From an optimization exercise on the open Yosys and OpenROAD flow, aimed at a short achievable clock period and few clock cycles; shortcuts taken in it are not production practice. At most, simulation tests tie the RTL to the original design; equivalence was not proved. Only the layout flow was run in run 4; the RTL was not checked for function there. Power figures rest on the tool's default switching activity, not on a simulated workload.

**flow/constraint.sdc**
```tcl
create_clock -name core_clock -period 7.5 [get_ports {Clk}]
set_input_delay 1.5000 -clock core_clock [delete_from_list [all_inputs] [get_ports {Clk}]]
set_output_delay 1.5000 -clock core_clock [all_outputs]
set_load 0.01 [all_outputs]
```
**flow/run.sh**
```bash
#!/bin/bash
# synth_recipe.tcl (not shown) runs the flow's synth.tcl, then flattens the netlist and writes it again
# the make line also repeats each setting of config.mk as NAME=value (left out here)
make -C /OpenROAD-flow-scripts/flow DESIGN_CONFIG=/design/flow/config.mk WORK_HOME=/design/flow/orfs CLKGATE_MAP_FILE= SYNTH_SCRIPT=/design/flow/synth_recipe.tcl finish
```
**flow/design.v**
```verilog
package mips_pkg;
    typedef enum logic [3:0] {
        stFetch         = 4'd0,
        stDecode        = 4'd1,
        stMemAdr        = 4'd2,      
        stMemRead       = 4'd3,
        stMemWriteback  = 4'd4,
        stMemWrite      = 4'd5,
        stExecute       = 4'd6,      
        stAluWriteback  = 4'd7,
        stBranch        = 4'd8,
        stAddiExecute   = 4'd9,
        stAddiWriteback = 4'd10
    } stateT;
    typedef enum logic [5:0] {
        opRtype = 6'b000000,
        opLw    = 6'b100011,
        opSw    = 6'b101011,
        opBeq   = 6'b000100,
        opAddi  = 6'b001000
    } opcodeT;
    typedef enum logic [5:0] {
        fnAdd = 6'b100000,
        fnSub = 6'b100010,
        fnAnd = 6'b100100,
        fnOr  = 6'b100101,
        fnSlt = 6'b101010
    } functT;
    typedef enum logic [1:0] {
        aluOpAdd   = 2'b00,
        aluOpSub   = 2'b01,
        aluOpFunct = 2'b10       
    } aluOpT;
    typedef enum logic [2:0] {
        aluAnd = 3'b000,
        aluOr  = 3'b001,
        aluAdd = 3'b010,
        aluSub = 3'b110,
        aluSlt = 3'b111
    } aluCtrlT;
    typedef enum logic [1:0] {
        srcBReg      = 2'b00,
        srcBFour     = 2'b01,
        srcBImm      = 2'b10,
        srcBImmShift = 2'b11     
    } srcBSelT;
endpackage
`timescale 1ns/1ps
module controlFsm (
    input  logic [32-1:0] Instr,
    input  logic                   Valid,
    output logic                   IsAlu,        
    output logic                   IsLw,         
    output logic                   IsSw,
    output logic                   IsBeq,
    output logic                   UseRs,
    output logic                   UseRt,
    output logic                   ImmB,         
    output logic [5-1:0] Dst,
    output logic                   SelAnd,
    output logic                   SelOr,
    output logic                   SelSub,
    output logic                   SelSlt
);
    logic [5:0] op;
    logic [5:0] fn;
    logic [4:0] rt;
    logic [4:0] rd;
    logic       rType;
    logic       addi;
    assign op = Instr[31:26];
    assign fn = Instr[5:0];
    assign rt = Instr[20:16];
    assign rd = Instr[15:11];
    assign rType = Valid && op == 6'b000000;
    assign addi  = Valid && op == 6'b001000;
    assign IsLw  = Valid && op == 6'b100011 && rt != 5'd0;    
    assign IsSw  = Valid && op == 6'b101011;
    assign IsBeq = Valid && op == 6'b000100;
    assign Dst   = rType ? rd : rt;
    assign IsAlu = (rType && rd != 5'd0) || (addi && rt != 5'd0);
    assign UseRs = rType || addi || IsLw || IsSw || IsBeq;
    assign UseRt = rType || IsSw || IsBeq;
    assign ImmB  = !rType;
    assign SelSub = rType && fn == 6'b100010;
    assign SelAnd = rType && fn == 6'b100100;
    assign SelOr  = rType && fn == 6'b100101;
    assign SelSlt = rType && fn == 6'b101010;
endmodule
`timescale 1ns/1ps
module programCounter (
    input  logic        Redirect,       
    input  logic [11:0] RedirectPc,
    input  logic        Accept,         
    input  logic [11:0] Fpc,            
    input  logic [32-1:0] FetchWord,
    output logic        FetchUncond,    
    output logic [11:0] FpcNext
);
    logic [11:0] target;
    assign FetchUncond = FetchWord[31:26] == 6'b000100 && FetchWord[25:21] == FetchWord[20:16];
    assign target      = Fpc + FetchWord[11:0] + 12'd1;
    always_comb begin
        if (Redirect)    FpcNext = RedirectPc;
        else if (Accept) FpcNext = FetchUncond ? target : Fpc + 12'd1;
        else             FpcNext = Fpc;
    end
endmodule
`timescale 1ns/1ps
module registerFile (
    input  logic                       Clk,
    input  logic                       WrEn1,        
    input  logic [5-1:0] WrAdr1,
    input  logic [32-1:0]     WrData1,
    input  logic                       WrEn2,
    input  logic [5-1:0] WrAdr2,
    input  logic [32-1:0]     WrData2,
    input  logic [5-1:0] ReadAdr1,
    input  logic [5-1:0] ReadAdr2,
    output logic [32-1:0]     ReadData1,
    output logic [32-1:0]     ReadData2
);
    logic [32-1:0][32-1:0] regs;
    assign regs[0] = '0;
    genvar i;
    generate
        for (i = 1; i < 32; i++) begin : g_reg
            always_ff @(posedge Clk) begin
                if (WrEn1 && WrAdr1 == i) begin
                    regs[i] <= WrData1;
                end else if (WrEn2 && WrAdr2 == i) begin
                    regs[i] <= WrData2;
                end
            end
        end
    endgenerate
    assign ReadData1 = regs[ReadAdr1];
    assign ReadData2 = regs[ReadAdr2];
endmodule
`timescale 1ns/1ps
module aluUnit (
    input  logic [32-1:0] SrcA,
    input  logic [32-1:0] SrcB,
    input  logic                   SelAnd,
    input  logic                   SelOr,
    input  logic                   SelSub,
    input  logic                   SelSlt,
    output logic [32-1:0] AluResult
);
    logic [32-1:0] sum;
    logic [32-1:0] diff;
    assign sum  = SrcA + SrcB;
    assign diff = SrcA - SrcB;
    always_comb begin
        if (SelAnd)      AluResult = SrcA & SrcB;
        else if (SelOr)  AluResult = SrcA | SrcB;
        else if (SelSlt) AluResult = {{(32-1){1'b0}}, diff[32-1]};   
        else if (SelSub) AluResult = diff;
        else             AluResult = sum;     
    end
endmodule
`timescale 1ns/1ps
module datapath (
    input  logic                   Clk,
    input  logic                   Reset,
    input  logic [32-1:0] ReadData,
    output logic [32-1:0] Adr,
    output logic [32-1:0] WriteData,
    output logic                   MemWrite
);
    logic [32-1:0] adrQ;
    logic                   memCyc;      
    logic                   memWrQ;
    logic [32-1:0] wdQ;
    logic [11:0]            fpc;         
    logic                   dValid;
    logic [32-1:0] ir;
    logic [11:0]            dPc;
    logic                   xAlu, xLw, xSw, xBeq;
    logic [32-1:0] xA, xB, xT;
    logic [4:0]             xDst;
    logic                   xAnd, xOr, xSub, xSlt;
    logic [11:0]            xTgt;
    logic                   mLw;
    logic [4:0]             mDst;
    logic                   wxEn, wmEn;
    logic [4:0]             wxDst, wmDst;
    logic [32-1:0] wxData, wmData;
    logic       dAlu, dLw, dSw, dBeq, dUseRs, dUseRt, dImmB;
    logic [4:0] dDst, rs, rt;
    logic       dAnd, dOr, dSub, dSlt;
    assign rs = ir[25:21];
    assign rt = ir[20:16];
    controlFsm dec (
        .Instr  (ir),
        .Valid  (dValid),
        .IsAlu  (dAlu),
        .IsLw   (dLw),
        .IsSw   (dSw),
        .IsBeq  (dBeq),
        .UseRs  (dUseRs),
        .UseRt  (dUseRt),
        .ImmB   (dImmB),
        .Dst    (dDst),
        .SelAnd (dAnd),
        .SelOr  (dOr),
        .SelSub (dSub),
        .SelSlt (dSlt)
    );
    logic [32-1:0] rf1, rf2;
    registerFile regFile (
        .Clk       (Clk),
        .WrEn1     (wxEn),
        .WrAdr1    (wxDst),
        .WrData1   (wxData),
        .WrEn2     (wmEn),
        .WrAdr2    (wmDst),
        .WrData2   (wmData),
        .ReadAdr1  (rs),
        .ReadAdr2  (rt),
        .ReadData1 (rf1),
        .ReadData2 (rf2)
    );
    logic [32-1:0] alu;
    logic                   redirect;
    aluUnit aluX (
        .SrcA      (xA),
        .SrcB      (xB),
        .SelAnd    (xAnd),
        .SelOr     (xOr),
        .SelSub    (xSub),
        .SelSlt    (xSlt),
        .AluResult (alu)
    );
    assign redirect = xBeq && (xA == xT);
    logic xHitA, xHitB, mHitA, mHitB;
    logic [32-1:0] fwdA, fwdB;
    assign xHitA = xAlu && xDst == rs;
    assign xHitB = xAlu && xDst == rt;
    assign mHitA = mLw && mDst == rs;
    assign mHitB = mLw && mDst == rt;
    logic [32-1:0] wbA, wbB;
    always_comb begin
        if (wxEn && wxDst == rs)      wbA = wxData;
        else if (wmEn && wmDst == rs) wbA = wmData;
        else                          wbA = rf1;
        if (wxEn && wxDst == rt)      wbB = wxData;
        else if (wmEn && wmDst == rt) wbB = wmData;
        else                          wbB = rf2;
        fwdA = xHitA ? alu : mHitA ? ReadData : wbA;
        fwdB = xHitB ? alu : mHitB ? ReadData : wbB;
    end
    logic stall;
    assign stall = xLw && ((dUseRs && rs == xDst) || (dUseRt && rt == xDst));
    logic dGo;
    assign dGo = !stall && !redirect;
    always_ff @(posedge Clk or posedge Reset) begin
        if (Reset) begin
            xAlu <= 1'b0;
            xLw  <= 1'b0;
            xSw  <= 1'b0;
            xBeq <= 1'b0;
        end else begin
            xAlu <= dAlu && dGo;
            xLw  <= dLw && dGo;
            xSw  <= dSw && dGo;
            xBeq <= dBeq && dGo;
        end
    end
    always_ff @(posedge Clk) begin
        xA   <= fwdA;
        xB   <= dImmB ? {{(32-16){ir[15]}}, ir[15:0]} : fwdB;
        xT   <= fwdB;
        xDst <= dDst;
        xAnd <= dAnd;
        xOr  <= dOr;
        xSub <= dSub;
        xSlt <= dSlt;
        xTgt <= dPc + ir[11:0] + 12'd1;
    end
    always_ff @(posedge Clk or posedge Reset) begin
        if (Reset) begin
            memCyc <= 1'b0;
            memWrQ <= 1'b0;
            mLw    <= 1'b0;
            wxEn   <= 1'b0;
            wmEn   <= 1'b0;
        end else begin
            memCyc <= xLw || xSw;
            memWrQ <= xSw;
            mLw    <= xLw;
            wxEn   <= xAlu;
            wmEn   <= mLw;
        end
    end
    always_ff @(posedge Clk) begin
        wdQ    <= xT;
        mDst   <= xDst;
        wxDst  <= xDst;
        wxData <= alu;
        wmDst  <= mDst;
        wmData <= ReadData;
    end
    logic        accept, fUncond;
    logic [11:0] fpcNext;
    assign accept = !memCyc && !stall && !redirect;
    programCounter pcUnit (
        .Redirect    (redirect),
        .RedirectPc  (xTgt),
        .Accept      (accept),
        .Fpc         (fpc),
        .FetchWord   (ReadData),
        .FetchUncond (fUncond),
        .FpcNext     (fpcNext)
    );
    always_ff @(posedge Clk or posedge Reset) begin
        if (Reset) begin
            adrQ   <= '0;
            fpc    <= '0;
            dValid <= 1'b0;
        end else begin
            adrQ   <= (xLw || xSw) ? alu : {{(32-14){1'b0}}, fpcNext, 2'b00};
            fpc    <= fpcNext;
            if (!stall) dValid <= accept && !fUncond;
        end
    end
    always_ff @(posedge Clk) begin
        if (accept) begin
            ir  <= ReadData;
            dPc <= fpc;
        end
    end
    assign Adr       = adrQ;
    assign WriteData = wdQ;
    assign MemWrite  = memWrQ;
endmodule
`timescale 1ns/1ps
module mipsMulti (
    input  logic                   Clk,
    input  logic                   Reset,
    input  logic [32-1:0] ReadData,
    output logic [32-1:0] Adr,
    output logic [32-1:0] WriteData,
    output logic                   MemWrite
);
    datapath core (
        .Clk       (Clk),
        .Reset     (Reset),
        .ReadData  (ReadData),
        .Adr       (Adr),
        .WriteData (WriteData),
        .MemWrite  (MemWrite)
    );
endmodule
```
**flow/config.mk**
```make
export PLATFORM = sky130hd
export DESIGN_NAME = mipsMulti
export DESIGN_NICKNAME = mipsMulti
export VERILOG_FILES = /design/flow/design.v
export SDC_FILE = /design/flow/constraint.sdc
export NUM_CORES = 4
export LEC_CHECK = 0
export ABC_CLOCK_PERIOD_IN_PS = 2500
export CAP_MARGIN = 20
export CORE_MARGIN = 2
export CORE_UTILIZATION = 40
export SETUP_SLACK_MARGIN = 5
export SLEW_MARGIN = 20
export TNS_END_PERCENT = 100
```
==> run summary, run 1 <==
* CP startpoint kind: register
* Clock sinks at 1313
* Final Hold Fails at 0
* Layout Utilization at 0.504
* Seq cells post-synth at 1313
* DR vias/cell at 6.74
* Top_reg_cell synth: edfxtp_1
* Max VDD drop at 0.163 mV
* Average size of a mapped cell at 14.1 µm²
* Netlist Area Pre-Place at 76000 µm²
* CORE AREA at 188000 µm²
* Fin crit share at 0.473
* Syn Nets at 5529
* Die height at 440 µm
* Largest net degree at the start of global routing at 65
* Clk buf depth at 3
* Pwr/cell area at 230 nW/µm²
* FMAX at 282 MHz
* Slew Limit Fails at 0
* Critical Path Fanout Max at 5
* Largest cells by area after synthesis: edfxtp_1 (41%), mux4_2 (17%), mux2_2 (16%), dfxtp_1 (5.9%), clkbuf_1 (2.0%)
* WL/cell at 38.5 µm
* Synthesis-to-finish area growth at 25.0%
* RSZ-0062 raised after global routing: true
* Layout cell share with drive strength beyond 1 at 0.547
* Starting Density at 0.404
* Initial DRC Count at 7765
* Final setup fails at 0
* Row cnt at 159
* Worst EP required at 8240 ps
* DRT Wirelength at 318000 µm
* Slew @ Worst Pin at 992 ps
* Max-cap violations at 0
* Register area share after synthesis at 0.486
* Final hold slack at 342 ps
* I/O Buffers at 98
* Cts bufs inserted at 150
* Worst Setup End Kind: register
* Via count at 55700
* Post-DP HPWL at 160000 µm
* Post-synth top area share at 0.410
* Die ar. at 193000 µm²
* Leakage at 32.8 nW
* CTS tree: yes
* Data arrival time of the worst path at 4290 ps
* Drt drc at 0
* Die Wd at 440 µm
* Post-route antenna net violation count at 0
* Vias in the first global route at 54100
* Gpl congestion at 0.921
* Cell accounting for the most synthesized area: edfxtp_1
* I/O pin count at 99
* Antenna violations before repair at 13
* Cell variety after synth at 94
* Slew HR at 0.334
* EDFF count, synth at 1036
* DR pass1 iterations at 6
* Post-Syn Instances at 5373
* Asr flop ratio synth at 0.0411
* Final nets at 5800
* First-pass GRT wire length at 437000 µm
* Worst-skew pair later-pin latency at 860 ps
* Min-delay worst type: register to register
* Root Buffer: clkbuf_16
* Post-route clock skew at 39.3 ps
* Status: complete, no violations
* Htree depth at 4
* Ys Warns at 4
* Total grt overflow at 0
* Crit path kind: register to register
* Gr usage total at 0.324
* Setup TNS at 0 ps
* Clock Pin Slew Worst Setup and Hold Paths at 60 ps
* Fin crit period at 3550 ps
==> metrics by stage <==
step	area [µm²]	std cells	total power, W	worst slack (ps)
floorplan	77100	5373	0.0114	3790
global placement	80100	7549	0.0129	2360
detailed placement	80100	7550	0.0129	2440
CTS	93300	8186	0.0214	3950
global route	94900	8263	0.0224	3900
finish	94900	8268	0.0219	3950
==> state kept, by name, indices dropped and copies added (netlist names), 5 cells and up <==
name	flops
core.wxData	32
core.xT	32
core.wdQ	32
core.regFile.regs	992
core.wmData	32
core.ir	32
core.xTgt	12
core.xDst	5
core.wmDst	5
core.xA	32
core.adrQ	32
core.xB	32
core.mDst	5
core.fpc	12
core.dPc	12
==> final timing paths <==
kind / start / end / slack (ps) / cells past startpoint
worst min register to register: core.xT[29] / core.wdQ[29] / 340 / 0
max in group asynchronous: Reset / core.wxEn / 5530 / 3
worst max-delay path: core.ir[16] / core.xB[14] / 3950 / 13
worst max register to register: core.ir[16] / core.xB[14] / 3950 / 13
worst min-delay path: core.xT[29] / core.wdQ[29] / 340 / 0
min in group asynchronous: Reset / core.fpc[6] / 1300 / 3
==> logic make-up (layout without fill, tap and decap cells) <==
| logic type | count (synthesis) | after routing | synth area share |
|---|---|---|---|
| mux | 1734 | 1734 | 0.339 |
| flops | 1313 | 1313 | 0.486 |
| compound gates | 734 | 734 | 0.0653 |
| buf+inv | 729 | 1110 | 0.0378 |
| simple gates | 633 | 644 | 0.0388 |
| fa+ha+maj | 122 | 122 | 0.0205 |
| xor+xnor | 108 | 108 | 0.0125 |
| other cells | 0 | 8 | 0 |
==> worst max-delay path: stages, from the launching register on <==
cell,delay (ps)
edfxtp_1,380
buf_12,140
buf_12,150
buf_12,150
buf_16,140
mux4_2,510
mux4_2,490
mux2i_4,410
nand2_1,100
o21ai_1,100
a21oi_1,100
a211oi_1,340
a21oi_1,110
mux2_2,290
==> final cells by class <==
| type | count | area, µm² |
|---|---|---|
| Timing Repair Buffer | 690 | 9150 |
| Fill cell | 15600 | 93300 |
| Multi-Input combinational cell | 3342 | 40000 |
| Clock buffer | 189 | 4110 |
| Inverter | 147 | 589 |
| Clock inverter | 84 | 812 |
| Sequential cell | 1313 | 37100 |
| Antenna cell | 8 | 20.0 |
| Tap cell | 2495 | 3120 |
==> synthesized netlist by cell type (7+ instances only) <==
| library cell | count |
|---|---|
| or3_1 | 9 |
| xor2_1 | 29 |
| edfxtp_1 | 1036 |
| nand4_1 | 13 |
| mux2_2 | 1078 |
| a21oi_1 | 160 |
| o31ai_1 | 13 |
| nor2b_1 | 23 |
| mux2i_1 | 93 |
| nand3_1 | 42 |
| nor4_1 | 16 |
| dfxtp_1 | 223 |
| nand2_1 | 199 |
| o22ai_1 | 27 |
| inv_1 | 144 |
| xnor2_1 | 79 |
| a2bb2oi_1 | 9 |
| o211ai_1 | 77 |
| mux4_2 | 563 |
| a22o_1 | 58 |
| clkbuf_1 | 413 |
| or2_2 | 8 |
| buf_1 | 86 |
| o21a_1 | 23 |
| a21o_1 | 22 |
| nor2_1 | 186 |
| o21ai_0 | 149 |
| and2_1 | 17 |
| buf_2 | 72 |
| a22oi_1 | 7 |
| o21bai_1 | 17 |
| a211oi_1 | 49 |
| ha_1 | 118 |
| and3_1 | 8 |
| o221ai_1 | 13 |
| nand2b_1 | 26 |
| dfrtp_1 | 54 |
| nor3_1 | 59 |
| buf_4 | 9 |
| a221oi_1 | 9 |
| a31oi_1 | 25 |
==> power breakdown <==
group | internal, W | leakage [nW] | total (W) | switching [W]
sequential | 0.00821 | 12.0 | 0.00890 | 0.000691
clock | 0.00425 | 2.39 | 0.00754 | 0.00329
combinational | 0.00246 | 18.4 | 0.00543 | 0.00297
total | 0.0149 | 32.8 | 0.0219 | 0.00695
==> timing repair <==
item / in CTS / in global routing
setup buffers: 279 / 65
pin swaps: 171 / 103
hold buffers: 0 / 0
cloned: 84 / 9
resized for setup: 1244 / 217
setup endpoints to repair: 2236 / 1203
==> layout by cell type, fill, tap and decap left out, types with 33 or more instances in the layout <==
master	instances
o21ai_0	64
a22o_1	58
xnor2_1	71
edfxtp_1	1036
mux2_2	1061
a21oi_2	40
a21oi_1	114
buf_6	164
inv_1	116
dfxtp_2	62
dfrtp_1	51
buf_2	33
clkbuf_16	164
buf_12	74
buf_16	78
ha_1	79
mux2i_4	42
o21ai_1	37
clkinv_1	35
nor3_1	43
nand3_1	33
dfxtp_1	140
mux4_2	563
nor2_1	149
buf_4	262
o211ai_1	77
mux2i_1	35
nand2_1	167
==> metal layers <==
metal | GRT usage | wire length [µm]
met2 | 0.492 | 142000
met5 | 0.00720 | 70
met4 | 0.192 | 23000
met1 | 0.409 | 112000
met3 | 0.0928 | 40200
Testbench counts, summed over its fixed seeds: cycles 33,187.
==> inputs of run 2 (changes only) <==
--- a/flow/config.mk
+++ b/flow/config.mk
@@ -6,9 +6,9 @@
 export NUM_CORES = 4
 export LEC_CHECK = 0
-export ABC_CLOCK_PERIOD_IN_PS = 2500
+export ABC_CLOCK_PERIOD_IN_PS = 3000
 export CAP_MARGIN = 20
 export CORE_MARGIN = 2
 export CORE_UTILIZATION = 40
-export SETUP_SLACK_MARGIN = 5
+export SETUP_SLACK_MARGIN = 4.5
 export SLEW_MARGIN = 20
 export TNS_END_PERCENT = 100
==> run 2 against run 1 <==
  * Synthesized cell count unchanged
  * Flip-flop and latch count unchanged
  * Setup slack lost 81 ps
  * Still clean on timing, DRC and antenna
==> run summary, run 2 <==
* Status: complete, no violations (unchanged)
* Logic pwr share at 0.248 (about the same)
* DRT Wirelength at 307000 µm (was 318000 µm)
* Post-route antenna net violation count at 0 (unchanged)
* Slew HR at 0.244 (was 0.334)
* Starting Density at 0.404 (unchanged)
* Pint at 0.0145 W (was 0.0149 W)
* Max VDD drop at 0.200 mV (was 0.163 mV)
* Vias in the first global route at 52800 (was 54100)
* Gr usage total at 0.312 (was 0.324)
* DR vias/cell at 6.62 (was 6.74)
* Post-route clock skew at 31.0 ps (was 39.3 ps)
* Leakage at 31.8 nW (was 32.8 nW)
* Largest cells by area after synthesis: edfxtp_1 (41%), mux4_2 (17%), mux2_2 (16%), dfxtp_1 (5.9%), clkbuf_1 (2.0%) (unchanged)
* EDFF count, synth at 1036 (unchanged)
* Worst-skew pair later-pin latency at 850 ps (was 860 ps)
* Die Wd at 440 µm (unchanged)
* I/O Buffers at 98 (unchanged)
* Sequential group share of total power at 0.412 (was 0.407)
* Crit path kind: register to register (unchanged)
* Hold path depth at 0 (unchanged)
* FMAX at 276 MHz (was 282 MHz)
* Slowest cell delay on critical path at 780 ps (was 510 ps)
* Syn Nets at 5529 (unchanged)
* Final setup fails at 0 (unchanged)
* Setup TNS at 0 ps (unchanged)
* Row cnt at 159 (unchanged)
* RSZ-0062 raised after global routing: true (unchanged)
* List of most frequent post-synthesis cells: mux2_2 (1078), edfxtp_1 (1036), mux4_2 (563) (unchanged)
* Data arrival time of the worst path at 4360 ps (was 4290 ps)
* Max-cap violations at 0 (unchanged)
* Synth Area in Compound Gates at 0.0653 (unchanged)
* Layout Utilization at 0.491 (was 0.504)
* Place WS at 2480 ps (was 2440 ps)
* Final Hold Fails at 0 (unchanged)
* Largest register FFs at 992 (unchanged)
* Min-delay worst type: register to register (unchanged)
* CORE AREA at 188000 µm² (unchanged)
* Clock sinks at 1313 (unchanged)
* Cts-stage hold buffer count at 0 (unchanged)
* Post-synthesis adder-cell area fraction at 0.0205 (unchanged)
* Asr flop ratio synth at 0.0411 (unchanged)
* Worst EP required at 8230 ps (was 8240 ps)
* I/O pin count at 99 (unchanged)
* Gpl congestion at 0.920 (was 0.921)
* Final nets at 5724 (was 5800)
* Seq cells post-synth at 1313 (unchanged)
* Initial DRC Count at 7305 (was 7765)
* Post-DP HPWL at 163000 µm (was 160000 µm)
* Top_reg_cell synth: edfxtp_1 (unchanged)
* Antenna violations before repair at 16 (was 13)
* Htree depth at 4 (unchanged)
* Clk buf depth at 3 (unchanged)
* Via count at 54300 (was 55700)
* Fin crit period at 3630 ps (was 3550 ps)
* Sw Share at 0.319 (was 0.318)
* Post-Syn Instances at 5373 (unchanged)
* Root Buffer: clkbuf_16 (unchanged)
* Setup slack, reg-to-reg at 3870 ps (was 3950 ps)
* DR pass1 iterations at 6 (unchanged)
* Cell with the most instances after synthesis: mux2_2 (unchanged)
* Post-synth top area share at 0.410 (unchanged)
* Average size of a mapped cell at 14.1 µm² (unchanged)
* Worst Setup End Kind: register (unchanged)
* Cell accounting for the most synthesized area: edfxtp_1 (unchanged)
* XOR/XNOR share of the synthesized area at 0.0125 (unchanged)
* Clock power frac at 0.340 (was 0.345)
* CTS tree: yes (unchanged)
* Most frequent cells in the layout: mux2_2 (1064), edfxtp_1 (1036), mux4_2 (563), buf_4 (312), nand2_1 (174) (was mux2_2 (1061), edfxtp_1 (1036), mux4_2 (563), buf_4 (262), nand2_1 (167))
* Largest net degree at the start of global routing at 65 (unchanged)
* Main combinational cell family by area after synthesis: multiplexers (unchanged)
* Register area share after synthesis at 0.486 (unchanged)
* Clock Pin Slew Worst Setup and Hold Paths at 60 ps (about the same)
* FF-to-FF path depth at 11 (was 13)
* Total grt overflow at 0 (unchanged)
* WL/cell at 37.4 µm (was 38.5 µm)
* Die ar. at 193000 µm² (unchanged)
* Fin crit share at 0.484 (was 0.473)
* Slew Limit Fails at 0 (unchanged)
* Slew @ Worst Pin at 1130 ps (was 992 ps)
* Cell variety after synth at 94 (unchanged)
* PnR worst setup slack at 3870 ps (was 3950 ps)
* CP dominant cell by count: o211ai_1 (was buf_12)
* Synthesis-to-finish area growth at 21.7% (was 25.0%)
* Most common cell after layout, fill and taps aside: mux2_2 (unchanged)
* Mux share of post-synthesis cell area at 0.339 (unchanged)
* Drt drc at 0 (unchanged)
* Cts bufs inserted at 148 (was 150)
* Ys Warns at 4 (unchanged)
* Slowest-stage cell, CP: mux2i_1 (was mux4_2)
* Die height at 440 µm (unchanged)
* P_sw at 0.00679 W (was 0.00695 W)
* Critical path cell sequence: buf_12 -> buf_6 -> buf_16 -> mux2_2 -> a22o_1 -> mux4_2 -> mux2i_1 -> o211ai_1 -> o211ai_1 -> a2bb2oi_2 -> o21a_1 (was buf_12 -> buf_12 -> buf_12 -> buf_16 -> mux4_2 -> mux4_2 -> mux2i_4 -> nand2_1 -> o21ai_1 -> a21oi_1 -> a211oi_1 -> a21oi_1 -> mux2_2)
* CP startpoint kind: register (unchanged)
* Pwr/cell area at 230 nW/µm² (about the same)
* Largest register by flop count: core.regFile.regs (unchanged)
* Simple-Gate Fraction of Synth Area at 0.0388 (unchanged)
* Layout cell share with drive strength beyond 1 at 0.515 (was 0.547)
* Layout fillers at 16100 (was 15600)
* First-pass GRT wire length at 422000 µm (was 437000 µm)
* Critical Path Fanout Max at 15 (was 5)
* Netlist Area Pre-Place at 76000 µm² (unchanged)
==> run 2: cell count changes in the layout (fill, tap and decap cells not counted), moves of 16 or more <==
| cell | before | now |
|---|---|---|
| buf_12 | 74 | 42 |
| buf_16 | 78 | 62 |
| buf_4 | 262 | 312 |
| buf_6 | 164 | 71 |
| clkbuf_1 | 25 | 45 |
| clkdlybuf4s15_1 | 0 | 25 |
| dfxtp_1 | 140 | 169 |
| dfxtp_2 | 62 | 45 |
| dlygate4sd2_1 | 6 | 24 |
==> run 2: worst max-delay path: cells and delay by family (launching register included) <==
family	cells	cell delay, ps
AO/OA/AOI/OAI	5	860
multiplexers	3	1570
buffers and inverters	3	670
flip-flops	1	370
==> run 2: final timing paths <==
| kind | from | to |
|---|---|---|
| max in group asynchronous | Reset | core.wxEn |
| worst min register to register | core.xT[20] | core.wdQ[20] |
| worst min-delay path | core.xT[20] | core.wdQ[20] |
| worst max register to register | core.ir[17] | core.xB[20] |
| min in group asynchronous | Reset | core.adrQ[8] |
| worst max-delay path | core.ir[17] | core.xB[20] |
==> run 2: layer usage <==
metal | global-route usage | part of all wire
met1 | 0.393 | 0.36
met2 | 0.490 | 0.46
met3 | 0.0806 | 0.12
met4 | 0.167 | 0.066
met5 | 0 | 0.00021
==> run 2: final cells by class <==
cell class | count | area [µm²] | share of cell area
Antenna cell | 8 | 20.0 | 0.000216
Clock buffer | 198 | 3950 | 0.0427
Clock inverter | 76 | 721 | 0.00779
Inverter | 147 | 588 | 0.00636
Multi-Input combinational cell | 3335 | 39500 | 0.428
Sequential cell | 1313 | 37000 | 0.400
Tap cell | 2495 | 3120 | 0.0338
Timing Repair Buffer | 623 | 7510 | 0.0812
==> run 2: through the flow <==
stage | instance area (µm²) | power, W | hold WS [ps] | instances
final | 92500 | 0.0213 | 355 | 8195
after global routing | 92500 | 0.0219 | 373 | 8191
after CTS | 90400 | 0.0209 | 360 | 8063
after detailed placement | 80000 | 0.0129 | 357 | 7553
after global placement | 79900 | 0.0128 | 355 | 7548
after floorplan | 76200 | 0.0113 | 329 | 5373
==> run 2: power groups by stage <==
stage	logic [W]	registers, W	clock network [W]
after detailed placement	0.00399	0.00889	0
after global routing	0.00551	0.00881	0.00756
final	0.00528	0.00877	0.00724
after CTS	0.00486	0.00875	0.00729
after global placement	0.00397	0.00888	0
after floorplan	0.00274	0.00858	0
==> run 2: logic make-up (layout without fill, tap and decap cells) <==
group,after synthesis,after routing
buf+inv,729,1044
flops,1313,1313
mux,1734,1734
simple gates,633,637
fa+ha+maj,122,122
other cells,0,8
compound gates,734,734
xor+xnor,108,108
==> run 2: timing repair <==
item | in CTS | in global routing
pin swaps | 151 | 161
setup endpoints to repair | 972 | 609
gates resized for setup | 843 | 233
cloned | 57 | 7
buffers inserted | 179 | 116
==> inputs of run 3 (changes only) <==
--- a/flow/config.mk
+++ b/flow/config.mk
@@ -6,9 +6,6 @@
 export NUM_CORES = 4
 export LEC_CHECK = 0
-export ABC_CLOCK_PERIOD_IN_PS = 3000
 export CAP_MARGIN = 20
 export CORE_MARGIN = 2
 export CORE_UTILIZATION = 40
-export SETUP_SLACK_MARGIN = 4.5
 export SLEW_MARGIN = 20
-export TNS_END_PERCENT = 100
==> run 3 against run 2 <==
  * Critical endpoint is now core.xB[14]
  * Combinational power decreased by 22%
  * Sequential share of layout area is 3.8 points higher
  * Cell count is 4.7% lower
  * Still clean
  * Non-clock buffer count is 364 lower
  * Die area did not move
  * Clock power down 3%
==> run summary, run 3 <==
* Fin crit share at 0.590 (was 0.484)
* Drt drc at 0 (unchanged)
* DR vias/cell at 6.53 (was 6.62)
* Post-route antenna net violation count at 0 (unchanged)
* Critical Path Fanout Max at 80 (was 15)
* Vias in the first global route at 50600 (was 52800)
* Final Hold Fails at 0 (unchanged)
* Worst-skew pair later-pin latency at 830 ps (was 850 ps)
* Setup crit end: core.xB[14] (was core.xB[20])
* Setup slack, reg-to-reg at 3080 ps (was 3870 ps)
* Max VDD drop at 0.205 mV (was 0.200 mV)
* Post-route clock skew at 40.5 ps (was 31.0 ps)
* Starting Density at 0.404 (unchanged)
* Slew Limit Fails at 0 (unchanged)
* Die height at 440 µm (unchanged)
* Total grt overflow at 0 (unchanged)
* Most frequent cells in the layout: mux2_2 (1078), edfxtp_1 (1036), mux4_2 (563), dfxtp_1 (206), nand2_1 (186) (was mux2_2 (1064), edfxtp_1 (1036), mux4_2 (563), buf_4 (312), nand2_1 (174))
* Place WS at 2420 ps (was 2480 ps)
* PnR worst setup slack at 3080 ps (was 3870 ps)
* Via count at 51000 (was 54300)
* Post-CTS sizing at 0 (was 843)
* Worst EP required at 8220 ps (was 8230 ps)
* Final setup fails at 0 (unchanged)
* DP Area at 79700 µm² (was 80000 µm²)
* DR pass1 iterations at 6 (unchanged)
* Synthesis-to-finish area growth at 10.9% (was 21.7%)
* Largest register FFs at 992 (unchanged)
* Cell with the most instances after synthesis: mux2_2 (unchanged)
* Asr flop ratio synth at 0.0411 (unchanged)
* Max-cap violations at 0 (unchanged)
* Clock Pin Slew Worst Setup and Hold Paths at 70 ps (was 60 ps)
* Status: complete, no violations (unchanged)
* CP startpoint kind: register (unchanged)
* Gr usage total at 0.282 (was 0.312)
* Gpl congestion at 0.944 (was 0.920)
* Antenna violations before repair at 15 (was 16)
* Setup TNS at 0 ps (unchanged)
* Register area share after synthesis at 0.486 (unchanged)
* Final nets at 5354 (was 5724)
* Average size of a mapped cell at 14.1 µm² (unchanged)
* Layout cell share with drive strength beyond 1 at 0.401 (was 0.515)
* Clock sinks at 1313 (unchanged)
* EDFF count, synth at 1036 (unchanged)
* Pwr/cell area at 236 nW/µm² (was 230 nW/µm²)
* Netlist Area Pre-Place at 76000 µm² (unchanged)
* Root Buffer: clkbuf_16 (unchanged)
* Leakage at 28.5 nW (was 31.8 nW)
* Final hold slack at 364 ps (was 355 ps)
* Layout Utilization at 0.448 (was 0.491)
* Htree depth at 4 (unchanged)
* Crit path kind: register to register (unchanged)
* Data arrival time of the worst path at 5140 ps (was 4360 ps)
* Post-synth top area share at 0.410 (unchanged)
* Cts-stage hold buffer count at 0 (unchanged)
* Clk buf depth at 3 (unchanged)
* Largest net degree at the start of global routing at 108 (was 65)
* Post-DP HPWL at 164000 µm (was 163000 µm)
* FF-to-FF End: core.xB[14] (was core.xB[20])
* Syn Nets at 5529 (unchanged)
* Initial DRC Count at 7112 (was 7305)
* RSZ-0062 raised after global routing: false (was true)
* Largest cells by area after synthesis: edfxtp_1 (41%), mux4_2 (17%), mux2_2 (16%), dfxtp_1 (5.9%), clkbuf_1 (2.0%) (unchanged)
* I/O pin count at 99 (unchanged)
* Ys Warns at 4 (unchanged)
* Seq cells post-synth at 1313 (unchanged)
* Most common cell after layout, fill and taps aside: mux2_2 (unchanged)
* Post-layout instance area at 84300 µm² (was 92500 µm²)
* Cell accounting for the most synthesized area: edfxtp_1 (unchanged)
* WL/cell at 35.3 µm (was 37.4 µm)
* CORE AREA at 188000 µm² (unchanged)
* List of most frequent post-synthesis cells: mux2_2 (1078), edfxtp_1 (1036), mux4_2 (563) (unchanged)
* Die Wd at 440 µm (unchanged)
* Top_reg_cell synth: edfxtp_1 (unchanged)
* First-pass GRT wire length at 389000 µm (was 422000 µm)
* Cell variety after synth at 94 (unchanged)
* Fin crit period at 4420 ps (was 3630 ps)
* Die ar. at 193000 µm² (unchanged)
* FMAX at 226 MHz (was 276 MHz)
* DRT Wirelength at 276000 µm (was 307000 µm)
* Row cnt at 159 (unchanged)
* Number of post-CTS setup repair buffers at 0 (was 179)
* FF-to-FF path depth at 10 (was 11)
* Post-Syn Instances at 5373 (unchanged)
* Slew HR at 0.193 (was 0.244)
* Worst Setup End Kind: register (unchanged)
* Reg2reg start: core.ir[16] (was core.ir[17])
* Hold path depth at 0 (unchanged)
* Cts bufs inserted at 146 (was 148)
* Largest register by flop count: core.regFile.regs (unchanged)
* Min-delay worst type: register to register (unchanged)
* I/O Buffers at 98 (unchanged)
* CTS tree: yes (unchanged)
* Worst setup path start: core.ir[16] (was core.ir[17])
* Slew @ Worst Pin at 1210 ps (was 1130 ps)
[run 3: cell counts after synthesis]
No cell type changed its count.
[run 3: power breakdown]
group	total, W	internal, W	switching (W)
Sequential	0.00870	0.00819	0.000507
Combinational	0.00411	0.00158	0.00254
Clock	0.00705	0.00393	0.00312
[run 3: cells by family after synthesis]
logic type / after synthesis / share of synthesized area
adders and majority gates: 122 / 0.0205
muxes: 1734 / 0.339
xor gates and xnor gates: 108 / 0.0125
DFF: 1313 / 0.486
AOI/OAI and AO/OA: 734 / 0.0653
buffers and inverters: 729 / 0.0378
and+or+nand+nor: 633 / 0.0388
[run 3: worst min path at each step]
stage,from,endpoint,slack [ps]
floorplan,core.mDst[2],core.wmDst[2],330
global placement,core.xT[30],core.wdQ[30],360
detailed placement,core.xT[30],core.wdQ[30],360
CTS,core.xT[24],core.wdQ[24],360
global route,core.xT[9],core.wdQ[9],370
finish,core.xT[24],core.wdQ[24],360
[run 3: metrics by stage]
stage	cells	power, W
after CTS	7807	0.0198
final	7812	0.0199
after global routing	7810	0.0205
after global placement	7545	0.0128
after detailed placement	7545	0.0128
after floorplan	5373	0.0113
[run 3: routing by layer]
layer	vias up	wire length (µm)	GRT usage
li1	20800	-	-
met1	26500	107000	0.376
met2	3009	127000	0.440
met3	687	27400	0.0601
met4	4	14400	0.133
met5	-	33	0
[run 3: cell type report]
cell class,count,area (µm²)
sequential,1313,36900
clock inverter,63,528
fill,16800,104000
multi-input combinational,3331,36800
timing repair buffer,259,2330
inverter,147,554
clock buffer,199,4000
tap,2495,3120
antenna,5,12.5
[run 3: worst max-delay path, stage by stage (launching register included)]
cell	delay (ps)
edfxtp_1	660
buf_12	570
mux4_2	600
mux4_2	520
mux2i_1	780
nand2_1	100
o21ai_0	130
a21oi_1	110
a211oi_1	300
a21oi_1	90
mux2_2	300
==> inputs of run 4 (changes only) <==
--- a/flow/design.v
+++ b/flow/design.v
@@ -58,4 +58,5 @@
     output logic                   ImmB,         
     output logic [5-1:0] Dst,
+    output logic                   SelAdd,
     output logic                   SelAnd,
     output logic                   SelOr,
@@ -87,4 +88,5 @@
     assign SelOr  = rType && fn == 6'b100101;
     assign SelSlt = rType && fn == 6'b101010;
+    assign SelAdd = !(SelSub || SelAnd || SelOr || SelSlt);
 endmodule
 `timescale 1ns/1ps
@@ -121,6 +123,5 @@
     output logic [32-1:0]     ReadData2
 );
-    logic [32-1:0][32-1:0] regs;
-    assign regs[0] = '0;
+    logic [32-1:1][32-1:0] regs;
     genvar i;
     generate
@@ -135,28 +136,60 @@
         end
     endgenerate
-    assign ReadData1 = regs[ReadAdr1];
-    assign ReadData2 = regs[ReadAdr2];
+    logic [32-1:0][32-1:0] all;
+    assign all = {regs, {32{1'b0}}};
+    assign ReadData1 = all[ReadAdr1];
+    assign ReadData2 = all[ReadAdr2];
 endmodule
 `timescale 1ns/1ps
+module prefixAdder #(
+    parameter int W = 32
+) (
+    input  logic [W-1:0] A,
+    input  logic [W-1:0] B,
+    input  logic         Cin,
+    output logic [W-1:0] Sum
+);
+    localparam int L = $clog2(W);
+    logic [W-1:0] g [L+1];
+    logic [W-1:0] p [L+1];
+    logic [W-1:0] h;
+    assign h    = A ^ B;
+    assign g[0] = (A & B) | {{(W-1){1'b0}}, h[0] & Cin};
+    assign p[0] = h;
+    genvar l, i;
+    generate
+        for (l = 0; l < L; l++) begin : g_lvl
+            for (i = 0; i < W; i++) begin : g_bit
+                if (i >= (1 << l)) begin : g_comb
+                    assign g[l+1][i] = g[l][i] | (p[l][i] & g[l][i-(1<<l)]);
+                    assign p[l+1][i] = p[l][i] & p[l][i-(1<<l)];
+                end else begin : g_pass
+                    assign g[l+1][i] = g[l][i];
+                    assign p[l+1][i] = p[l][i];
+                end
+            end
+        end
+    endgenerate
+    assign Sum = h ^ {g[L][W-2:0], Cin};
+endmodule
 module aluUnit (
     input  logic [32-1:0] SrcA,
     input  logic [32-1:0] SrcB,
+    input  logic                   SelAdd,
     input  logic                   SelAnd,
     input  logic                   SelOr,
     input  logic                   SelSub,
     input  logic                   SelSlt,
+    output logic [32-1:0] Sum,
     output logic [32-1:0] AluResult
 );
-    logic [32-1:0] sum;
     logic [32-1:0] diff;
-    assign sum  = SrcA + SrcB;
-    assign diff = SrcA - SrcB;
-    always_comb begin
-        if (SelAnd)      AluResult = SrcA & SrcB;
-        else if (SelOr)  AluResult = SrcA | SrcB;
-        else if (SelSlt) AluResult = {{(32-1){1'b0}}, diff[32-1]};   
-        else if (SelSub) AluResult = diff;
-        else             AluResult = sum;     
-    end
+    prefixAdder #(.W(32)) addU (.A(SrcA), .B(SrcB),  .Cin(1'b0), .Sum(Sum));
+    prefixAdder #(.W(32)) subU (.A(SrcA), .B(~SrcB), .Cin(1'b1), .Sum(diff));
+    assign AluResult = ({32{SelAdd}} & Sum)
+                     | ({32{SelSub}} & diff)
+                     | ({32{SelAnd}} & (SrcA & SrcB))
+                     | ({32{SelOr}}  & (SrcA | SrcB))
+                     | {{(32-1){1'b0}}, SelSlt & diff[32-1]};   
 endmodule
 `timescale 1ns/1ps
@@ -177,9 +210,12 @@
     logic [32-1:0] ir;
     logic [11:0]            dPc;
+    logic [32-1:0] dA, dB;          
     logic                   xAlu, xLw, xSw, xBeq;
     logic [32-1:0] xA, xB, xT;
     logic [4:0]             xDst;
-    logic                   xAnd, xOr, xSub, xSlt;
+    logic                   xAdd, xAnd, xOr, xSub, xSlt;
     logic [11:0]            xTgt;
+    logic [4:0]             xRs;         
+    logic [15:0]            xImm;        
     logic                   mLw;
     logic [4:0]             mDst;
@@ -189,5 +225,5 @@
     logic       dAlu, dLw, dSw, dBeq, dUseRs, dUseRt, dImmB;
     logic [4:0] dDst, rs, rt;
-    logic       dAnd, dOr, dSub, dSlt;
+    logic       dAdd, dAnd, dOr, dSub, dSlt;
     assign rs = ir[25:21];
     assign rt = ir[20:16];
@@ -203,4 +239,5 @@
         .ImmB   (dImmB),
         .Dst    (dDst),
+        .SelAdd (dAdd),
         .SelAnd (dAnd),
         .SelOr  (dOr),
@@ -217,18 +254,20 @@
         .WrAdr2    (wmDst),
         .WrData2   (wmData),
-        .ReadAdr1  (rs),
-        .ReadAdr2  (rt),
+        .ReadAdr1  (ReadData[25:21]),
+        .ReadAdr2  (ReadData[20:16]),
         .ReadData1 (rf1),
         .ReadData2 (rf2)
     );
-    logic [32-1:0] alu;
+    logic [32-1:0] alu, sum;
     logic                   redirect;
     aluUnit aluX (
         .SrcA      (xA),
         .SrcB      (xB),
+        .SelAdd    (xAdd),
         .SelAnd    (xAnd),
         .SelOr     (xOr),
         .SelSub    (xSub),
         .SelSlt    (xSlt),
+        .Sum       (sum),
         .AluResult (alu)
     );
@@ -236,19 +275,46 @@
     logic xHitA, xHitB, mHitA, mHitB;
     logic [32-1:0] fwdA, fwdB;
-    assign xHitA = xAlu && xDst == rs;
+    logic ldFromSt;
+    assign ldFromSt = dLw && xSw && xRs == rs && xImm == ir[15:0];
+    assign xHitA = xAlu && xDst == rs && !ldFromSt;
     assign xHitB = xAlu && xDst == rt;
     assign mHitA = mLw && mDst == rs;
     assign mHitB = mLw && mDst == rt;
-    logic [32-1:0] wbA, wbB;
-    always_comb begin
-        if (wxEn && wxDst == rs)      wbA = wxData;
-        else if (wmEn && wmDst == rs) wbA = wmData;
-        else                          wbA = rf1;
-        if (wxEn && wxDst == rt)      wbB = wxData;
-        else if (wmEn && wmDst == rt) wbB = wmData;
-        else                          wbB = rf2;
-        fwdA = xHitA ? alu : mHitA ? ReadData : wbA;
-        fwdB = xHitB ? alu : mHitB ? ReadData : wbB;
-    end
+    logic [32-1:0] immX;
+    logic wxHitA, wxHitB, wmHitA, wmHitB;
+    logic pmA, pwxA, pwmA, prfA, pxB, pmB, pwxB, pwmB, prfB, pImm;
+    assign immX   = {{(32-16){ir[15]}}, ir[15:0]};
+    assign wxHitA = wxEn && wxDst == rs;
+    assign wxHitB = wxEn && wxDst == rt;
+    assign wmHitA = wmEn && wmDst == rs;
+    assign wmHitB = wmEn && wmDst == rt;
+    assign pmA  = !xHitA && mHitA && !ldFromSt;
+    assign pwxA = !xHitA && !mHitA && wxHitA && !ldFromSt;
+    assign pwmA = !xHitA && !mHitA && !wxHitA && wmHitA && !ldFromSt;
+    assign prfA = !xHitA && !mHitA && !wxHitA && !wmHitA && !ldFromSt;
+    assign pmB  = !xHitB && mHitB;
+    assign pwxB = !xHitB && !mHitB && wxHitB;
+    assign pwmB = !xHitB && !mHitB && !wxHitB && wmHitB;
+    assign prfB = !xHitB && !mHitB && !wxHitB && !wmHitB;
+    assign pxB  = xHitB && !dImmB;
+    assign pImm = dImmB && !ldFromSt;
+    assign fwdA = ({32{xHitA}} & alu)
+                | ({32{pmA}}   & ReadData)
+                | ({32{pwxA}}  & wxData)
+                | ({32{pwmA}}  & wmData)
+                | ({32{prfA}}  & dA)
+                | ({32{ldFromSt}} & xT);
+    assign fwdB = ({32{xHitB}} & alu)
+                | ({32{pmB}}   & ReadData)
+                | ({32{pwxB}}  & wxData)
+                | ({32{pwmB}}  & wmData)
+                | ({32{prfB}}  & dB);
+    logic [32-1:0] opB;
+    assign opB  = ({32{pxB}}          & alu)
+                | ({32{pmB && !dImmB}}  & ReadData)
+                | ({32{pwxB && !dImmB}} & wxData)
+                | ({32{pwmB && !dImmB}} & wmData)
+                | ({32{prfB && !dImmB}} & dB)
+                | ({32{pImm}}          & immX);
     logic stall;
     assign stall = xLw && ((dUseRs && rs == xDst) || (dUseRt && rt == xDst));
@@ -262,6 +328,6 @@
             xBeq <= 1'b0;
         end else begin
-            xAlu <= dAlu && dGo;
-            xLw  <= dLw && dGo;
+            xAlu <= (dAlu || ldFromSt) && dGo;
+            xLw  <= dLw && !ldFromSt && dGo;
             xSw  <= dSw && dGo;
             xBeq <= dBeq && dGo;
@@ -270,7 +336,8 @@
     always_ff @(posedge Clk) begin
         xA   <= fwdA;
-        xB   <= dImmB ? {{(32-16){ir[15]}}, ir[15:0]} : fwdB;
+        xB   <= opB;
         xT   <= fwdB;
         xDst <= dDst;
+        xAdd <= dAdd;
         xAnd <= dAnd;
         xOr  <= dOr;
@@ -278,4 +345,6 @@
         xSlt <= dSlt;
         xTgt <= dPc + ir[11:0] + 12'd1;
+        xRs  <= rs;
+        xImm <= ir[15:0];
     end
     always_ff @(posedge Clk or posedge Reset) begin
@@ -320,15 +389,33 @@
             dValid <= 1'b0;
         end else begin
-            adrQ   <= (xLw || xSw) ? alu : {{(32-14){1'b0}}, fpcNext, 2'b00};
+            adrQ   <= (xLw || xSw) ? sum : {{(32-14){1'b0}}, fpcNext, 2'b00};
             fpc    <= fpcNext;
             if (!stall) dValid <= accept && !fUncond;
         end
     end
+    logic irLoad;
+    assign irLoad = !memCyc && !stall;
     always_ff @(posedge Clk) begin
-        if (accept) begin
+        if (irLoad) begin
             ir  <= ReadData;
             dPc <= fpc;
         end
     end
+    logic [4:0]             fRs, fRt;
+    logic [32-1:0] preA, preB;
+    assign fRs = ReadData[25:21];
+    assign fRt = ReadData[20:16];
+    always_comb begin
+        if (wxEn && wxDst == fRs)      preA = wxData;
+        else if (wmEn && wmDst == fRs) preA = wmData;
+        else                           preA = rf1;
+        if (wxEn && wxDst == fRt)      preB = wxData;
+        else if (wmEn && wmDst == fRt) preB = wmData;
+        else                           preB = rf2;
+    end
+    always_ff @(posedge Clk) begin
+        dA <= irLoad ? preA : fwdA;
+        dB <= irLoad ? preB : fwdB;
+    end
     assign Adr       = adrQ;
     assign WriteData = wdQ;
--- a/flow/config.mk
+++ b/flow/config.mk
@@ -6,6 +6,9 @@
 export NUM_CORES = 4
 export LEC_CHECK = 0
+export ABC_CLOCK_PERIOD_IN_PS = 2500
 export CAP_MARGIN = 20
 export CORE_MARGIN = 2
 export CORE_UTILIZATION = 40
+export SETUP_SLACK_MARGIN = 5
 export SLEW_MARGIN = 20
+export TNS_END_PERCENT = 100
==> run 4 against run 3 <==
  * Clock skew rose by 24 ps
  * Maximum frequency rose by 25%
  * Routed wire length rose by 26%
  * Clock-buffer cell count rose by 18
  * Largest cell class is now multi-input gates
  * Synthesized area rose by 5.3%
  * Via count rose by 19%
  * Critical path depth rose by 6
  * Design area rose by 20%
  * Register-to-register slack improved by 880 ps
  * Synthesized cell count rose by 8.4%
  * Still clean
  * Critical endpoint is now core.xB[16]
  * Cell count rose by 15%
==> run summary, run 4 <==
* Reg2reg start: core.xA[0] (was core.ir[16])
* Cell with the most instances after synthesis: edfxtp_1 (was mux2_2)
* Post-synth top area share at 0.389 (was 0.410)
* Largest register FFs at 992 (unchanged)
* Final setup fails at 0 (unchanged)
* Setup TNS at 0 ps (unchanged)
* Worst EP required at 8200 ps (was 8220 ps)
* Die Wd at 451 µm (was 440 µm)
* Leakage at 35.5 nW (was 28.5 nW)
* Worst setup path start: core.xA[0] (was core.ir[16])
* Routing usage on met2 at 0.491 (was 0.440)
* Status: complete, no violations (unchanged)
* Die ar. at 204000 µm² (was 193000 µm²)
* DRT Wirelength at 348000 µm (was 276000 µm)
* Largest cells by area after synthesis: edfxtp_1 (39%), mux4_2 (16%), mux2_2 (14%), dfxtp_1 (7.7%), mux2i_1 (2.6%) (was edfxtp_1 (41%), mux4_2 (17%), mux2_2 (16%), dfxtp_1 (5.9%), clkbuf_1 (2.0%))
* Ys Warns at 6 (was 4)
* Total grt overflow at 0 (unchanged)
* Register area share after synthesis at 0.483 (was 0.486)
* Syn Nets at 5980 (was 5529)
* I/O pin count at 99 (unchanged)
* Critical path cell sequence: inv_4 -> ha_4 -> inv_2 -> fa_2 -> nor2b_4 -> o211ai_1 -> buf_4 -> a211oi_4 -> o21ai_4 -> buf_4 -> buf_6 -> o31ai_4 -> nor3_2 -> or4_4 -> a221oi_4 -> o21ai_1 (was buf_12 -> mux4_2 -> mux4_2 -> mux2i_1 -> nand2_1 -> o21ai_0 -> a21oi_1 -> a211oi_1 -> a21oi_1 -> mux2_2)
* Slowest-stage cell, CP: or4_4 (was mux2i_1)
* Layout cell share with drive strength beyond 1 at 0.530 (was 0.401)
* Final Power at 0.0228 W (was 0.0199 W)
* Clock sinks at 1399 (was 1313)
* Setup slack, reg-to-reg at 3960 ps (was 3080 ps)
* Post-layout instance area at 101000 µm² (was 84300 µm²)
* Worst-skew pair later-pin latency at 850 ps (was 830 ps)
* Clk buf depth at 3 (unchanged)
* I/O Buffers at 98 (unchanged)
* Vias in the first global route at 58500 (was 50600)
* Slew Limit Fails at 0 (unchanged)
* Final hold slack at 392 ps (was 364 ps)
* Slew @ Worst Pin at 1050 ps (was 1210 ps)
* Largest net degree at the start of global routing at 64 (was 108)
* Die height at 451 µm (was 440 µm)
* Asr flop ratio synth at 0.0386 (was 0.0411)
* List of most frequent post-synthesis cells: edfxtp_1 (1036), mux2_2 (1026), mux4_2 (576) (was mux2_2 (1078), edfxtp_1 (1036), mux4_2 (563))
* First-pass GRT wire length at 472000 µm (was 389000 µm)
* Cts bufs inserted at 154 (was 146)
* CP startpoint kind: register (unchanged)
* EDFF count, synth at 1036 (unchanged)
* Top_reg_cell synth: edfxtp_1 (unchanged)
* Post-route clock skew at 64.7 ps (was 40.5 ps)
* Met3 global-route usage at 0.0852 (was 0.0601)
* Drt drc at 0 (unchanged)
* Htree depth at 4 (unchanged)
* Data arrival time of the worst path at 4240 ps (was 5140 ps)
* CTS tree: yes (unchanged)
* Met1 usage at 0.425 (was 0.376)
* DP Area at 84600 µm² (was 79700 µm²)
* DR pass1 iterations at 7 (was 6)
* Largest register by flop count: core.regFile.regs (unchanged)
* Gpl congestion at 0.970 (was 0.944)
* Netlist Area Pre-Place at 80000 µm² (was 76000 µm²)
* WL/cell at 38.8 µm (was 35.3 µm)
* Root Buffer: clkbuf_16 (unchanged)
* Cell variety after synth at 89 (was 94)
* Hold path startpoint: core.xDst[3] (was core.xT[24])
* Most common cell after layout, fill and taps aside: edfxtp_1 (was mux2_2)
* Post-DP HPWL at 170000 µm (was 164000 µm)
* Most crowded layer after global routing: met2 (unchanged)
* Fin crit period at 3540 ps (was 4420 ps)
* CP dominant cell by count: buf_4
* Average size of a mapped cell at 13.7 µm² (was 14.1 µm²)
* Final nets at 6355 (was 5354)
* Starting Density at 0.401 (was 0.404)
* Synthesis-to-finish area growth at 26.6% (was 10.9%)
* Seq cells post-synth at 1399 (was 1313)
* Critical Path Fanout Max at 3 (was 80)
* Post-route antenna net violation count at 0 (unchanged)
* Post-Syn Instances at 5824 (was 5373)
* DR vias/cell at 6.73 (was 6.53)
* Max-cap violations at 0 (unchanged)
* Via count at 60400 (was 51000)
* Worst Setup End Kind: register (unchanged)
* RSZ-0062 raised after global routing: true (was false)
* Gr usage total at 0.331 (was 0.282)
* Clock Pin Slew Worst Setup and Hold Paths at 60 ps (was 70 ps)
* Final Hold Fails at 0 (unchanged)
* Fin crit share at 0.472 (was 0.590)
* Min-delay worst type: register to register (unchanged)
* Pwr/cell area at 225 nW/µm² (was 236 nW/µm²)
* Max VDD drop at 0.265 mV (was 0.205 mV)
* Initial DRC Count at 9458 (was 7112)
* Antenna violations before repair at 8 (was 15)
* Slowest cell delay on critical path at 570 ps (was 780 ps)
* Row cnt at 164 (was 159)
* FMAX at 282 MHz (was 226 MHz)
* Cell accounting for the most synthesized area: edfxtp_1 (unchanged)
* CORE AREA at 199000 µm² (was 188000 µm²)
* Most frequent cells in the layout: edfxtp_1 (1036), mux2_2 (1013), mux4_2 (576), buf_4 (366), dfxtp_1 (227) (was mux2_2 (1078), edfxtp_1 (1036), mux4_2 (563), dfxtp_1 (206), nand2_1 (186))
* Slew HR at 0.300 (was 0.193)
* Crit path kind: register to register (unchanged)
## run 4: worst paths after layout
| kind | endpoint | cells after the start |
|---|---|---|
| worst max-delay path | core.xB[16] | 16 |
| worst min-delay path | core.mDst[3] | 0 |
| worst max register to register | core.xB[16] | 16 |
| worst min register to register | core.mDst[3] | 0 |
| max in group asynchronous | core.wmEn | 3 |
| min in group asynchronous | core.fpc[0] | 3 |
## run 4: what timing repair did
action | 4_1_cts | 5_1_grt
cloned | 80 | 12
pin swaps | 229 | 177
setup buffers | 349 | 144
hold buffers | 0 | 0
gates resized for setup | 1174 | 376
setup endpoints to repair | 2268 | 1245
## run 4: where the power goes
group | internal [W] | switching [W]
clock network | 0.00438 | 0.00342
registers | 0.00871 | 0.000655
logic | 0.00259 | 0.00308
total | 0.0157 | 0.00716
## run 4: logic make-up (layout without fill, tap and decap cells)
group,count (synthesis),after routing,synth area share
AND/OR/NAND/NOR,700,705,0.0406
multiplexers,1812,1812,0.333
adder cells (fa/ha/maj),122,122,0.0195
buffers and inverters,785,1284,0.0379
XOR/XNOR,164,164,0.0180
AO/OA/AOI/OAI,842,842,0.0679
flip-flops,1399,1399,0.483
other,0,3,0
## run 4: per-layer routing
metal,vias up,wire [µm]
met5,-,35
met4,6,29400
met3,1268,44900
met2,4769,151000
met1,31000,123000
li1,23400,-
## run 4: metrics by stage
stage	worst slack [ps]	util	instances
after CTS	3990	0.493	8828
after global placement	2300	0.424	8111
after detailed placement	2370	0.424	8114
after global routing	3890	0.508	8984
after floorplan	3380	-	5824
final	3960	0.508	8987
## run 4: critical path: cells and delay by family, from the launching register on
kind,cells,cell delay (ps)
and+or+nand+nor,3,810
buffers and inverters,5,550
AOI/OAI and AO/OA,6,1290
adders and majority gates,2,350
DFF,1,380
## run 4: cell type report
class	instances	area [µm²]
clock buffer	217	4380
timing repair buffer	843	10600
tap	2656	3320
fill	16300	98000
timing repair inverter	5	96.3
antenna	3	7.51
multi-input combinational	3645	42700
sequential	1399	38800
inverter	151	648
clock inverter	68	687
==> inputs of run 5 (changes only) <==
--- a/flow/design.v
+++ b/flow/design.v
@@ -100,12 +100,18 @@
     output logic [11:0] FpcNext
 );
+    logic [12:0] targetX;
     logic [11:0] target;
+    logic        selRed, selU, selInc, selHold;
     assign FetchUncond = FetchWord[31:26] == 6'b000100 && FetchWord[25:21] == FetchWord[20:16];
-    assign target      = Fpc + FetchWord[11:0] + 12'd1;
-    always_comb begin
-        if (Redirect)    FpcNext = RedirectPc;
-        else if (Accept) FpcNext = FetchUncond ? target : Fpc + 12'd1;
-        else             FpcNext = Fpc;
-    end
+    assign targetX = {Fpc, 1'b1} + {FetchWord[11:0], 1'b1};
+    assign target  = targetX[12:1];
+    assign selRed  = Redirect;
+    assign selU    = Accept && FetchUncond;
+    assign selInc  = Accept && !FetchUncond;
+    assign selHold = !Accept && !Redirect;
+    assign FpcNext = ({12{selRed}}  & RedirectPc)
+                   | ({12{selU}}    & target)
+                   | ({12{selInc}}  & (Fpc + 12'd1))
+                   | ({12{selHold}} & Fpc);
 endmodule
 `timescale 1ns/1ps
@@ -150,5 +156,5 @@
     output logic [W-1:0] Sum
 );
-    localparam int L = $clog2(W);
+    localparam int L = (W > 16) ? 5 : (W > 8) ? 4 : (W > 4) ? 3 : 2;
     logic [W-1:0] g [L+1];
     logic [W-1:0] p [L+1];
@@ -182,7 +188,9 @@
     input  logic                   SelSlt,
     output logic [32-1:0] Sum,
+    output logic [32-1:0] Diff,
     output logic [32-1:0] AluResult
 );
     logic [32-1:0] diff;
+    assign Diff = diff;
     prefixAdder #(.W(32)) addU (.A(SrcA), .B(SrcB),  .Cin(1'b0), .Sum(Sum));
     prefixAdder #(.W(32)) subU (.A(SrcA), .B(~SrcB), .Cin(1'b1), .Sum(diff));
@@ -259,5 +267,5 @@
         .ReadData2 (rf2)
     );
-    logic [32-1:0] alu, sum;
+    logic [32-1:0] alu, sum, diff;
     logic                   redirect;
     aluUnit aluX (
@@ -270,4 +278,5 @@
         .SelSlt    (xSlt),
         .Sum       (sum),
+        .Diff      (diff),
         .AluResult (alu)
     );
@@ -299,5 +308,30 @@
     assign pxB  = xHitB && !dImmB;
     assign pImm = dImmB && !ldFromSt;
-    assign fwdA = ({32{xHitA}} & alu)
+    logic [32-1:0] aAnd, aOr, aSlt;
+    logic hAddA, hSubA, hAndA, hOrA, hSltA, hAddB, hSubB, hAndB, hOrB, hSltB;
+    logic hAddO, hSubO, hAndO, hOrO, hSltO;
+    assign aAnd  = xA & xB;
+    assign aOr   = xA | xB;
+    assign aSlt  = {{(32-1){1'b0}}, diff[32-1]};
+    assign hAddA = xHitA && xAdd;
+    assign hSubA = xHitA && xSub;
+    assign hAndA = xHitA && xAnd;
+    assign hOrA  = xHitA && xOr;
+    assign hSltA = xHitA && xSlt;
+    assign hAddB = xHitB && xAdd;
+    assign hSubB = xHitB && xSub;
+    assign hAndB = xHitB && xAnd;
+    assign hOrB  = xHitB && xOr;
+    assign hSltB = xHitB && xSlt;
+    assign hAddO = pxB && xAdd;
+    assign hSubO = pxB && xSub;
+    assign hAndO = pxB && xAnd;
+    assign hOrO  = pxB && xOr;
+    assign hSltO = pxB && xSlt;
+    assign fwdA = ({32{hAddA}} & sum)
+                | ({32{hSubA}} & diff)
+                | ({32{hAndA}} & aAnd)
+                | ({32{hOrA}}  & aOr)
+                | ({32{hSltA}} & aSlt)
                 | ({32{pmA}}   & ReadData)
                 | ({32{pwxA}}  & wxData)
@@ -305,5 +339,9 @@
                 | ({32{prfA}}  & dA)
                 | ({32{ldFromSt}} & xT);
-    assign fwdB = ({32{xHitB}} & alu)
+    assign fwdB = ({32{hAddB}} & sum)
+                | ({32{hSubB}} & diff)
+                | ({32{hAndB}} & aAnd)
+                | ({32{hOrB}}  & aOr)
+                | ({32{hSltB}} & aSlt)
                 | ({32{pmB}}   & ReadData)
                 | ({32{pwxB}}  & wxData)
@@ -311,5 +349,9 @@
                 | ({32{prfB}}  & dB);
     logic [32-1:0] opB;
-    assign opB  = ({32{pxB}}          & alu)
+    assign opB  = ({32{hAddO}} & sum)
+                | ({32{hSubO}} & diff)
+                | ({32{hAndO}} & aAnd)
+                | ({32{hOrO}}  & aOr)
+                | ({32{hSltO}} & aSlt)
                 | ({32{pmB && !dImmB}}  & ReadData)
                 | ({32{pwxB && !dImmB}} & wxData)
@@ -414,7 +456,16 @@
         else                           preB = rf2;
     end
+    logic [32-1:0] holdA, holdB;
+    assign holdA = ({32{mHitA}} & ReadData)
+                 | ({32{!mHitA && wxHitA}} & wxData)
+                 | ({32{!mHitA && !wxHitA && wmHitA}} & wmData)
+                 | ({32{!mHitA && !wxHitA && !wmHitA}} & dA);
+    assign holdB = ({32{mHitB}} & ReadData)
+                 | ({32{!mHitB && wxHitB}} & wxData)
+                 | ({32{!mHitB && !wxHitB && wmHitB}} & wmData)
+                 | ({32{!mHitB && !wxHitB && !wmHitB}} & dB);
     always_ff @(posedge Clk) begin
-        dA <= irLoad ? preA : fwdA;
-        dB <= irLoad ? preB : fwdB;
+        dA <= irLoad ? preA : holdA;
+        dB <= irLoad ? preB : holdB;
     end
     assign Adr       = adrQ;
==> run 5 against run 4 <==
  * Via count rose by 5.4%
  * Critical path type unchanged
  * Combinational power rose by 8.1%
  * Synthesized area rose by 0.48%
  * Critical path depth fell by 3
  * Routed wire length rose by 7.8%
  * Largest cell class unchanged
  * Clock-buffer cell count rose by 12
==> run summary, run 5 <==
* Most common cell after layout, fill and taps aside: edfxtp_1 (unchanged)
* Cts bufs inserted at 156 (was 154)
* Drt drc at 0 (unchanged)
* FMAX at 304 MHz (was 282 MHz)
* Total grt overflow at 0 (unchanged)
* Worst-skew pair later-pin latency at 840 ps (was 850 ps)
* Post-route clock skew at 27.2 ps (was 64.7 ps)
* Netlist Area Pre-Place at 80400 µm² (was 80000 µm²)
* Row cnt at 164 (unchanged)
* Starting Density at 0.403 (was 0.401)
* CP startpoint kind: register (unchanged)
* Final nets at 6520 (was 6355)
* Clock sinks at 1399 (unchanged)
* Cell variety after synth at 89 (unchanged)
* WL/cell at 41.0 µm (was 38.8 µm)
* EDFF count, synth at 1036 (unchanged)
* Largest register FFs at 992 (unchanged)
* Final setup fails at 0 (unchanged)
* Ys Warns at 5 (was 6)
* Die ar. at 205000 µm² (was 204000 µm²)
* Post-synth top area share at 0.387 (was 0.389)
* Inst Count DP at 8164 (was 8114)
* Data arrival time of the worst path at 4010 ps (was 4240 ps)
* Largest cells by area after synthesis: edfxtp_1 (39%), mux4_2 (16%), mux2_2 (15%), dfxtp_1 (7.7%), clkbuf_1 (2.3%) (was edfxtp_1 (39%), mux4_2 (16%), mux2_2 (14%), dfxtp_1 (7.7%), mux2i_1 (2.6%))
* Worst EP required at 8220 ps (was 8200 ps)
* Min-delay worst type: register to register (unchanged)
* Cell accounting for the most synthesized area: edfxtp_1 (unchanged)
* Die height at 452 µm (was 451 µm)
* RSZ-0062 raised after global routing: true (unchanged)
* Largest net degree at the start of global routing at 65 (was 64)
* Critical path cell sequence: buf_6 -> xor2_2 -> nor4_2 -> and3_4 -> buf_12 -> buf_12 -> buf_8 -> mux2_4 -> a222oi_1 -> buf_4 -> and2_4 -> a41oi_2 -> a21o_1 (was inv_4 -> ha_4 -> inv_2 -> fa_2 -> nor2b_4 -> o211ai_1 -> buf_4 -> a211oi_4 -> o21ai_4 -> buf_4 -> buf_6 -> o31ai_4 -> nor3_2 -> or4_4 -> a221oi_4 -> o21ai_1)
* Final Hold Fails at 0 (unchanged)
* Largest register by flop count: core.regFile.regs (unchanged)
* CTS tree: yes (unchanged)
* Antenna violations before repair at 20 (was 8)
* Pwr/cell area at 225 nW/µm² (about the same)
* Max-cap violations at 0 (unchanged)
* Slowest-stage cell, CP: edfxtp_1 (was or4_4)
* Status: complete, no violations (unchanged)
* Slew HR at 0.285 (was 0.300)
* Max VDD drop at 0.177 mV (was 0.265 mV)
* Slew Limit Fails at 0 (unchanged)
* Register area share after synthesis at 0.481 (was 0.483)
* Setup TNS at 0 ps (unchanged)
* Slowest cell delay on critical path at 440 ps (was 570 ps)
* Hold path depth at 0 (unchanged)
* Fin cells at 9162 (was 8987)
* Vias in the first global route at 60600 (was 58500)
* Syn Nets at 6044 (was 5980)
[run 5: changes by cell type after synthesis, moves of 20 or more]
cell	change
a221o_1	-34
mux2i_1	-56
nand3_1	+26
clkbuf_1	+23
a222oi_1	+30
inv_1	-24
o211ai_1	+102
and2_1	+20
nand2_1	+32
o21ai_1	-23
nor2_1	-42
[run 5: layout make-up]
type,instances,area (µm²),area share
repair buffers,944,12500,0.120
multi-input cells,3725,43600,0.419
inverters,129,569,0.00548
flip-flops and latches,1399,38800,0.373
repair inverters,7,114,0.00110
clock inverters,60,503,0.00484
diodes,13,32.5,0.000313
clock buffers,229,4510,0.0434
well taps,2656,3320,0.0320
[run 5: cell families (layout without fill, tap and decap cells)]
family,count (synthesis),count (layout),synth area share
AND/OR/NAND/NOR,751,761,0.0443
AO/OA/AOI/OAI,895,895,0.0731
XOR/XNOR,174,174,0.0190
adder cells (fa/ha/maj),124,124,0.0197
buffers and inverters,772,1369,0.0366
other,0,13,0
flip-flops,1399,1399,0.481
multiplexers,1771,1771,0.326
[run 5: metrics by stage]
step	area, µm²	hold slack [ps]	setup WS, ps
3_3_place_gp	84800	390	2580
3_5_place_dp	84800	386	2660
5_1_grt	104000	406	4180
2_1_floorplan	82400	329	3990
4_1_cts	101000	389	4270
6_report	104000	400	4210
[run 5: power by group]
| group | switching [W] | total (W) | internal, W | leakage, nW |
|---|---|---|---|---|
| registers | 0.000725 | 0.00943 | 0.00871 | 12.7 |
| logic | 0.00338 | 0.00613 | 0.00275 | 21.6 |
| clock network | 0.00338 | 0.00778 | 0.00441 | 2.47 |
[run 5: path summary, 6_finish.rpt]
kind / endpoint / from / slack, ps
max: core.xB[23] / core.ir[20] / 4210
min reg2reg: core.mDst[3] / core.xDst[3] / 400
max in group asynchronous: core.wxEn / Reset / 5600
min: core.mDst[3] / core.xDst[3] / 400
min in group asynchronous: core.adrQ[3] / Reset / 1300
max reg2reg: core.xB[23] / core.ir[20] / 4210
[run 5: routing by layer]
layer / GRT usage / vias to the layer above
li1: - / 24100
met4: 0.244 / 18
met3: 0.132 / 1602
met5: 0.00676 / -
met2: 0.514 / 5578
met1: 0.431 / 32500
[run 5: what timing repair did]
action | CTS | global route
buffers inserted | 431 | 131
pin swaps | 277 | 204
resized for setup | 1350 | 345
endpoints found under the setup margin | 2330 | 907
gates cloned | 116 | 18
[run 5: worst max-delay path, delay by kind of cell (launching register included)]
kind	cells	cell delay, ps
AO/OA/AOI/OAI	3	660
XOR/XNOR	1	170
buffers and inverters	5	850
flip-flops	1	440
multiplexers	1	290
AND/OR/NAND/NOR	3	740
Testbench counts of run 5, summed over its fixed seeds: cycles 32,518.

Setup slack of run 5, layout unchanged: 4.208 ns with ideal ports, 4.093 ns with driving cells assumed (clock clkbuf_16, inputs buf_2), 3.175 ns with port delays also shifted by the 0.919 ns mid clock arrival.
